Source: an optimization exercise on an open RTL-to-GDS flow (aim: small area, a short achievable clock period and few clock cycles per item). Production flows keep margins and buffers that such runs may drop. RTL that was checked went through simulation tests only; none was proved equivalent to the original. Power figures rest on the tool's default switching activity, not on a simulated workload. The clock port is modelled as an ideal driver; clocking choices that lean on that would not hold on a real chip.

==> flow/design.v <==
module byte_memory_ctrl #(
    parameter int    DEPTH     = 64,
    parameter int    ADDR_W    = 32,
    parameter int    LATENCY   = 1
) (
    input  logic              clk,
    input  logic              rst_n,
    input  logic              req_valid,
    output logic              req_ready,
    input  logic              req_write,
    input  logic [1:0]        req_size,
    input  logic              req_unsigned,
    input  logic [ADDR_W-1:0] req_addr,
    input  logic [31:0]       req_wdata,
    output logic              resp_valid,
    output logic              resp_err,
    output logic [31:0]       resp_rdata
);
    localparam int IDX_W = $clog2(DEPTH);
    localparam int ROWS  = DEPTH / 4;
    localparam int ROW_W = IDX_W - 2;
    logic        w_err;
    logic [1:0]  w_off;
    logic [3:0]  w_lane_we;      
    logic [31:0] w_lane_data;
    assign w_err = (req_size == 2'b11) ||
                   ((req_size == 2'b01) && req_addr[0]) ||
                   ((req_size == 2'b10) && (req_addr[1:0] != 2'b00)) ||
                   (|req_addr[ADDR_W-1:IDX_W]);
    assign w_off = req_addr[1:0];
    always_comb begin
        w_lane_we   = 4'b0000;
        w_lane_data = {4{req_wdata[7:0]}};
        case (req_size)
            2'b00: w_lane_we = 4'b1000 >> w_off;
            2'b01: begin
                w_lane_we   = w_off[1] ? 4'b0011 : 4'b1100;
                w_lane_data = {2{req_wdata[15:0]}};
            end
            default: begin
                w_lane_we   = 4'b1111;
                w_lane_data = req_wdata;
            end
        endcase
        if (!(rst_n && req_valid && req_write && !w_err)) w_lane_we = 4'b0000;
    end
    logic              s1_valid;
    logic              s1_err;
    logic [3:0]        s1_lwe;
    logic [ROW_W-1:0]  s1_row;
    logic [1:0]        s1_off;
    logic [31:0]       s1_ldata;
    logic              s1_word;      
    logic              s1_half;      
    logic              s1_sgn;       
    logic              s1_zero;      
    always_ff @(posedge clk) begin
        s1_valid <= rst_n & req_valid;
        s1_err   <= w_err;
        s1_lwe   <= w_lane_we;
        s1_row   <= req_addr[IDX_W-1:2];
        s1_off   <= w_off;
        s1_ldata <= w_lane_data;
        s1_word  <= req_size[1];
        s1_half  <= req_size == 2'b01;
        s1_sgn   <= ~req_unsigned & ~req_size[1];
        s1_zero  <= w_err | req_write;
    end
    assign req_ready = 1'b1;
    logic [31:0] r_mem [ROWS];       
    logic [ROWS-1:0] w_row_hot;
    always_comb begin
        w_row_hot = '0;
        w_row_hot[s1_row] = 1'b1;
    end
    always_ff @(posedge clk) begin
        for (int r = 0; r < ROWS; r++) begin
            for (int l = 0; l < 4; l++) begin
                if (w_row_hot[r] && s1_lwe[3-l])
                    r_mem[r][31-8*l -: 8] <= s1_ldata[31-8*l -: 8];
            end
        end
    end
    logic              s2_valid;
    logic              s2_err;
    logic [31:0]       s2_word;      
    logic [1:0]        s2_off;
    logic              s2_word_ld;
    logic              s2_half;
    logic              s2_sgn;
    always_ff @(posedge clk) begin
        s2_valid   <= rst_n & s1_valid;
        s2_err     <= s1_err;
        s2_word    <= s1_zero ? 32'd0 : r_mem[s1_row];
        s2_off     <= s1_off;
        s2_word_ld <= s1_word;
        s2_half    <= s1_half;
        s2_sgn     <= s1_sgn;
    end
    logic [7:0]  w_b0, w_b1;
    logic        w_fill;
    logic [31:0] w_load;
    always_comb begin
        case (s2_off)
            2'b00:   w_b0 = s2_word[31:24];
            2'b01:   w_b0 = s2_word[23:16];
            2'b10:   w_b0 = s2_word[15:8];
            default: w_b0 = s2_word[7:0];
        endcase
        w_b1 = s2_off[1] ? s2_word[7:0] : s2_word[23:16];
    end
    always_comb begin
        w_fill = s2_sgn & w_b0[7];
        if (s2_word_ld)   w_load = s2_word;
        else if (s2_half) w_load = {{16{w_fill}}, w_b0, w_b1};
        else              w_load = {{24{w_fill}}, w_b0};
    end
    logic        r_resp_valid;
    logic        r_resp_err;
    logic [31:0] r_resp_rdata;
    always_ff @(posedge clk) begin
        r_resp_valid <= rst_n & s2_valid;
        r_resp_err   <= s2_err;
        r_resp_rdata <= w_load;
    end
    assign resp_valid = r_resp_valid;
    assign resp_err   = r_resp_err;
    assign resp_rdata = r_resp_rdata;
endmodule
export LEC_CHECK = 0
export CAP_MARGIN = 20
export CORE_MARGIN = 2
export CORE_UTILIZATION = 50
export CTS_CLUSTER_DIAMETER = 60
export CTS_CLUSTER_SIZE = 36
export GPL_ROUTABILITY_DRIVEN = 1
export PLACE_DENSITY = 0.65
export SLEW_MARGIN = 20
create_clock -name core_clock -period 10.0 [get_ports {clk}]
standard.sh (not shown) runs the stock make flow with config.mk's settings and CLKGATE_MAP_FILE= SYNTH_SCRIPT=/design/flow/synth_recipe.tcl, a recipe that flattens the netlist after the stock synthesis.
==> flow/flow/run.sh <==
#!/bin/bash
# Standard ORFS layout (the standard.sh), with a tighter timing-repair
# target and small port buffers. Clock period and constraints are unchanged.
export SETUP_SLACK_MARGIN=7
export BUFFER_PORTS_ARGS="-buffer_cell sky130_fd_sc_hd__buf_1"
cp standard.sh standard_sh_copy.txt
bash standard.sh > standard.log 2>&1
Testbench counts at the start, summed over its fixed seeds: cycles 16,024, items 16,000.
Then changed:
==> flow/flow/run.sh (replaced) <==
#!/bin/bash
# Standard ORFS layout (the standard.sh) with:
#  - a tighter timing-repair target (the clock period and constraints are unchanged),
#  - the smallest buffer on every port (repair upsizes the ones that need it),
#  - clock tree synthesis without dummy balancing loads.
export SETUP_SLACK_MARGIN=7
export BUFFER_PORTS_ARGS="-buffer_cell sky130_fd_sc_hd__buf_1"
export CTS_ARGS="-sink_clustering_enable -repair_clock_nets -sink_clustering_size 30 -sink_clustering_max_diameter 200 -dont_use_dummy_load"
bash standard.sh > standard.log 2>&1
Settings changed: CTS_CLUSTER_DIAMETER 60 to 200, CTS_CLUSTER_SIZE 36 to 30.
After rerunning: Power shrinks by 11%; core utilization shrinks by 1.3 points; clock power shrinks by 31%; count of clock-buffer cells in the layout shrinks by 18; non-clock buffer count grows by 3; sequential cell count does not change; worst setup slack is worse by 0.017 ns; sequential power is about the same.
Then changed:
==> flow/flow/run.sh (replaced) <==
#!/bin/bash
# Standard ORFS layout (the standard.sh), with a tighter timing-repair
# target and small port buffers. Clock period and constraints are unchanged.
export SETUP_SLACK_MARGIN=7.3
export BUFFER_PORTS_ARGS="-buffer_cell sky130_fd_sc_hd__buf_1"
cp standard.sh standard_sh_copy.txt
bash standard.sh > standard.log 2>&1
Settings changed: CTS_CLUSTER_DIAMETER 200 to 60.
The changed run went through all stages and came out clean.
First-iteration DRC count goes down by 6.1%.
Cell area goes up by 3.5%.
Clock power goes up by 53%.
Total power goes up by 14%.
Utilization goes up by 1.9 points.
Wire length goes up by 0.66%.
Combinational power hardly moves.
Synthesized cell count is unchanged.
Cell count goes up by 2.1%.
Then changed:
--- a/flow/flow/run.sh
+++ b/flow/flow/run.sh
@@ -3,3 +3,3 @@
 # target and small port buffers. Clock period and constraints are unchanged.
-export SETUP_SLACK_MARGIN=7.3
+export SETUP_SLACK_MARGIN=7
 export BUFFER_PORTS_ARGS="-buffer_cell sky130_fd_sc_hd__buf_1"
Settings changed: CTS_CLUSTER_DIAMETER 60 to 200.
Effect:
- worst hold slack improved by 0.0081 ns
- maximum frequency came out lower by 0.82%
- synthesized cell count is unchanged
- critical path depth does not change
- combinational power stays flat
- power came out lower by 11%
- worst setup slack got worse by 0.025 ns
Then changed:
Settings changed: CTS_CLUSTER_DIAMETER 200 to 60.
The changed run finished with timing, DRC and antenna clean.
Final area rose by a few percent.
Die area is unchanged.
Sequential cell count does not change.
Setup slack gets better by 0.021 ns.
Wire length barely changes.
Total power rose by roughly a tenth.
First-iteration DRC count rose by roughly a tenth.
Synthesized area stays the same.

* * *

Setup of run A:
byte_memory_ctrl, a different RTL version from the one above (not shown whole).
Size in the first run: roughly 1400 cells after synthesis, about 110 I/O pins, roughly 0.022 mm^2 of cells after synthesis.
==> flow/design.v (excerpt) <==
module byte_memory_ctrl #(
    parameter int    DEPTH     = 64,
    parameter int    ADDR_W    = 32,
    parameter int    LATENCY   = 1
) (
    input  logic              clk,
    input  logic              rst_n,
    input  logic              req_valid,
    output logic              req_ready,
    input  logic              req_write,
    input  logic [1:0]        req_size,
    input  logic              req_unsigned,
    input  logic [ADDR_W-1:0] req_addr,
    input  logic [31:0]       req_wdata,
    output logic              resp_valid,
    output logic              resp_err,
    output logic [31:0]       resp_rdata
);
    localparam int IDX_W = $clog2(DEPTH);
    localparam int ROWS  = DEPTH / 4;
    logic        w_err;
    logic [1:0]  w_off;
    logic [3:0]  w_lane_we;      
    logic [31:0] w_lane_data;
    assign w_err = (req_size == 2'b11) ||
                   ((req_size == 2'b01) && req_addr[0]) ||
                   ((req_size == 2'b10) && (req_addr[1:0] != 2'b00)) ||
                   (|req_addr[ADDR_W-1:IDX_W]);
    assign w_off = req_addr[1:0];
    always_comb begin
        w_lane_we   = 4'b0000;
        w_lane_data = {4{req_wdata[7:0]}};
        case (req_size)
            2'b00: w_lane_we = 4'b1000 >> w_off;
            2'b01: begin
                w_lane_we   = w_off[1] ? 4'b0011 : 4'b1100;
                w_lane_data = {2{req_wdata[15:0]}};
            end
            default: begin
                w_lane_we   = 4'b1111;
                w_lane_data = req_wdata;
            end
        endcase
        if (!(rst_n && req_valid && req_write && !w_err)) w_lane_we = 4'b0000;
    end
    logic              s1_valid;
    logic              s1_err;
    logic [3:0]        s1_lwe;
    logic [ROWS-1:0]   s1_rhot;      
    logic [1:0]        s1_off;
    logic [31:0]       s1_ldata;
    logic              s1_word;      
    logic              s1_half;      
    logic              s1_sgn;       
    logic              s1_zero;      
    always_ff @(posedge clk) begin
        s1_valid <= rst_n & req_valid;
        s1_err   <= w_err;
        s1_lwe   <= w_lane_we;
        s1_rhot  <= ROWS'(1) << req_addr[IDX_W-1:2];
        s1_off   <= w_off;
        s1_ldata <= w_lane_data;
        s1_word  <= req_size[1];
        s1_half  <= req_size == 2'b01;
        s1_sgn   <= ~req_unsigned & ~req_size[1];
  ...
==> flow/config.mk <==
export PLATFORM = sky130hd
export DESIGN_NAME = byte_memory_ctrl
export DESIGN_NICKNAME = byte_memory_ctrl
export VERILOG_FILES = /design/flow/design.v
export SDC_FILE = /design/flow/constraint.sdc
export NUM_CORES = 4
export LEC_CHECK = 0
export CAP_MARGIN = 20
export CORE_MARGIN = 2
export CORE_UTILIZATION = 40
export CTS_CLUSTER_DIAMETER = 200
export CTS_CLUSTER_SIZE = 30
export GPL_ROUTABILITY_DRIVEN = 1
export PLACE_DENSITY = 0.55
export SLEW_MARGIN = 20
==> flow/constraint.sdc <==
create_clock -name core_clock -period 10.0 [get_ports {clk}]
set_input_delay 2.0000 -clock core_clock [delete_from_list [all_inputs] [get_ports {clk}]]
set_output_delay 2.0000 -clock core_clock [all_outputs]
set_load 0.01 [all_outputs]
==> flow/flow/run.sh <==
#!/bin/bash
# Standard ORFS layout (the standard.sh) with:
#  - a tighter timing-repair target (the clock period and constraints are unchanged),
#  - the smallest buffer on every port (repair upsizes the ones that need it),
#  - clock tree synthesis without dummy balancing loads.
export SETUP_SLACK_MARGIN=7
export BUFFER_PORTS_ARGS="-buffer_cell sky130_fd_sc_hd__buf_1"
export CTS_ARGS="-sink_clustering_enable -repair_clock_nets -sink_clustering_size 30 -sink_clustering_max_diameter 200 -dont_use_dummy_load"
bash standard.sh > standard.log 2>&1
Run A finished end to end and its layout was clean on timing, DRC and antenna.
Inputs modified between run A and run B:
- CORE_UTILIZATION now 60, was 40
- PLACE_DENSITY now 0.75, was 0.55
==> run notes <==
- When the final numbers for run A and run B were put side by side, the count of placed standard cells in the final layout, fillers left out turned out to be smaller in run B.
- On count of vias placed by the detailed router, run B does worse than run A.
- Comparing run A and run B, the higher count of fill cells added during filler insertion was measured on run A.
- | number of global-route vias before repair | run B vs run A | about 0.45% higher |
- The total power of run B was superior to that of run A.
diff inputs: run B => run C
- CORE_UTILIZATION: 60 -> 50
- PLACE_DENSITY: 0.75 -> 0.65
Results
- The flip-flop and latch share of the layout cell area in run C sits 0.56 points below the value recorded for run B.
- Run C has wire length above what run B had.
- Looking at run B and run C, the clock transition at the register clock pins on the worst setup and hold paths after CTS is a wash.
No functional check of the RTL was part of any run of this note.

* * *

## alpha
Another version of the RTL of byte_memory_ctrl (not shown whole).
Size in the first run: about 1500 cells after synthesis, ~590 flip-flops, about 110 I/O pins, ~23000 sq um of cells after synthesis.
==> flow/design.v (excerpt) <==
module byte_memory_ctrl #(
    parameter int    DEPTH     = 64,
    parameter int    ADDR_W    = 32,
    parameter int    LATENCY   = 1
) (
    input  logic              clk,
    input  logic              rst_n,
    input  logic              req_valid,
    output logic              req_ready,
    input  logic              req_write,
    input  logic [1:0]        req_size,
    input  logic              req_unsigned,
    input  logic [ADDR_W-1:0] req_addr,
    input  logic [31:0]       req_wdata,
    output logic              resp_valid,
    output logic              resp_err,
    output logic [31:0]       resp_rdata
);
Settings: LEC_CHECK=0, ABC_CLOCK_PERIOD_IN_PS=3000, CAP_MARGIN=20, CORE_MARGIN=2, CORE_UTILIZATION=60, CTS_CLUSTER_DIAMETER=60, CTS_CLUSTER_SIZE=30, GPL_ROUTABILITY_DRIVEN=1, PLACE_DENSITY=0.75, SLEW_MARGIN=20; clock period 10.0 ns.
run.sh (not shown) runs the stock make flow with config.mk's settings and CLKGATE_MAP_FILE= SYNTH_SCRIPT=/design/flow/synth_recipe.tcl, a recipe that flattens the netlist after the stock synthesis.
Stock flow here: none of the scripts above is used.
alpha completed every stage of the flow, and the final layout passed the timing, DRC and antenna checks.
Testbench counts of alpha, summed over its fixed seeds: cycles 16,016, items 16,000.
Inputs modified between alpha and beta:
Settings: CTS_CLUSTER_SIZE removed (was 30); ABC_CLOCK_PERIOD_IN_PS removed (was 3000); PLACE_DENSITY changed from 0.75 to 0.4; CORE_UTILIZATION changed from 60 to 20; CTS_CLUSTER_DIAMETER removed (was 60).
Findings:
- Source-to-sink clock delay at the later pin of the worst-skew pair: lower on alpha
- Part of the total power dissipated in the clock network in beta is 9.7 points above alpha.
- Diff alpha -> beta | multi-input gate share of total cell area | decrease of 1.7 points
- The clock slew seen by the registers of the worst setup and hold paths of beta is lower than that of alpha.
[inputs] gamma vs beta
Settings: swapping 20 for 60 in CORE_UTILIZATION; swapping 0.4 for 0.75 in PLACE_DENSITY.
==> comparison <==
- From beta to gamma the numbers moved as follows: maximum frequency decreased by about 1.9% relative to the old numbers, cell area decreased by 1800 sq um relative to the old numbers, worst hold slack after final layout closely matched the old numbers.

* * *

## job 101
byte_memory_ctrl, a different RTL version from the one above (not shown whole).
Size in the first run: roughly 1300 cells after synthesis, roughly 110 I/O pins.
export LEC_CHECK = 0
export CAP_MARGIN = 20
export CORE_MARGIN = 2
export CORE_UTILIZATION = 50
export CTS_CLUSTER_DIAMETER = 200
export CTS_CLUSTER_SIZE = 30
export GPL_ROUTABILITY_DRIVEN = 1
export PLACE_DENSITY = 0.65
export SLEW_MARGIN = 20
create_clock -name core_clock -period 10.0 [get_ports {clk}]
standard.sh (not shown) runs the stock make flow with config.mk's settings and CLKGATE_MAP_FILE= SYNTH_SCRIPT=/design/flow/synth_recipe.tcl, a recipe that flattens the netlist after the stock synthesis.
Scripts as last shown in full above: flow/flow/run.sh
Testbench counts of job 101, summed over its fixed seeds: cycles 16,024, items 16,000.
The following lists how job 102 was set up differently from job 101:
- PLACE_DENSITY changed from 0.65 to 0.55
- CORE_UTILIZATION changed from 50 to 40
==> comparison <==
In job 102 relative to job 101, via count of the routed design had gone down slightly. The portion of total power attributed to the clock network of job 102 is higher than that of job 101. Comparing job 102 and job 101, total length of routed met2 wires is higher on job 102. Taking job 101 as the reference, in job 102 routed wire length grew by about 7%, slew at the pin with the worst max-slew slack shrank by 0.29 ns.
Input-level comparison between job 103 and job 102:
- PLACE_DENSITY changed from 0.55 to 0.75
- CORE_UTILIZATION changed from 40 to 60
Notes after the runs:
- Per the comparison of job 103 with job 102, slew at the pin with the worst max-slew slack went up by 0.28 ns, maximum frequency was more or less identical, utilization went up by 21 points, final period utilization was more or less identical.
- Compared to job 102, job 103 was floorplanned on a smaller die.
- Against job 102 as the reference, job 103 delivers a lower aggregate routed wire length.
- Of job 102 and job 103, the higher clock network fraction of design power belongs to job 102.
- Job 102 → job 103: antenna diode count went down 1, via count of the first global-routing pass went up by about 0.8%.

-- separate check: timing with driven ports --
The results above use ideal ports. As a check the final layouts listed here were re-extracted and re-timed, cells and wires unchanged.
Step 1 assumes that a clkbuf_16 drives the clock port and a buf_2 every other input.
Step 2 adds t to the input delays and takes it off the output delays; t is the mean of the earliest and latest rising clock arrival at the registers after step 1. Input paths then give back, and output paths get back, about the clock's delay inside the block.
Three values: ideal ports, drivers, drivers and shift; two values: the first two.
| run | shift t [ns] | setup slack, ns | hold WS [ns] | clock arrival spread, ns | pins driven straight from the clock port |
|---|---|---|---|---|---|
| the first run of note 1 | 0.645 | 6.971 / 6.912 / 6.539 | 0.343 / 0.343 / 0.343 | 0.024 / 0.024 | 1 |
| the second run of note 1 | 0.615 | 6.954 / 6.897 / 6.557 | 0.346 / 0.346 / 0.346 | 0.084 / 0.085 | 1 |
| the third run of note 1 | 0.638 | 6.975 / 6.918 / 6.736 | 0.338 / 0.338 / 0.338 | 0.022 / 0.022 | 1 |
| the fourth run of note 1 | 0.632 | 6.950 / 6.893 / 6.580 | 0.346 / 0.346 / 0.346 | 0.052 / 0.052 | 1 |
| the fifth run of note 1 | 0.645 | 6.971 / 6.912 / 6.539 | 0.343 / 0.343 / 0.343 | 0.024 / 0.024 | 1 |
| run A | 0.613 | 6.906 / 6.850 / 6.582 | 0.338 / 0.338 / 0.338 | 0.069 / 0.070 | 1 |
| run B | 0.593 | 6.930 / 6.878 / 6.538 | 0.338 / 0.338 / 0.338 | 0.068 / 0.069 | 1 |
| run C | 0.613 | 6.890 / 6.831 / 6.676 | 0.341 / 0.341 / 0.341 | 0.089 / 0.089 | 1 |
| alpha | 0.637 | 5.277 / 5.277 / 5.277 | 0.401 / 0.401 / 0.401 | 0.026 / 0.026 | 1 |
| beta | 0.671 | 5.398 / 5.398 / 5.398 | 0.396 / 0.396 / 0.396 | 0.035 / 0.035 | 1 |
| gamma | 0.673 | 5.310 / 5.310 / 5.310 | 0.397 / 0.397 / 0.397 | 0.035 / 0.035 | 1 |
| job 101 | 0.625 | 6.946 / 6.889 / 6.476 | 0.330 / 0.330 / 0.330 | 0.076 / 0.075 | 1 |
| job 102 | 0.629 | 6.961 / 6.902 / 6.658 | 0.336 / 0.336 / 0.336 | 0.042 / 0.042 | 1 |
| job 103 | 0.615 | 6.960 / 6.903 / 6.503 | 0.344 / 0.344 / 0.344 | 0.077 / 0.076 | 1 |
After both steps setup and hold are still met in every run listed. The setup slack of job 101, which loses most, moves by -0.057 ns with the drivers and by -0.470 ns with both steps.
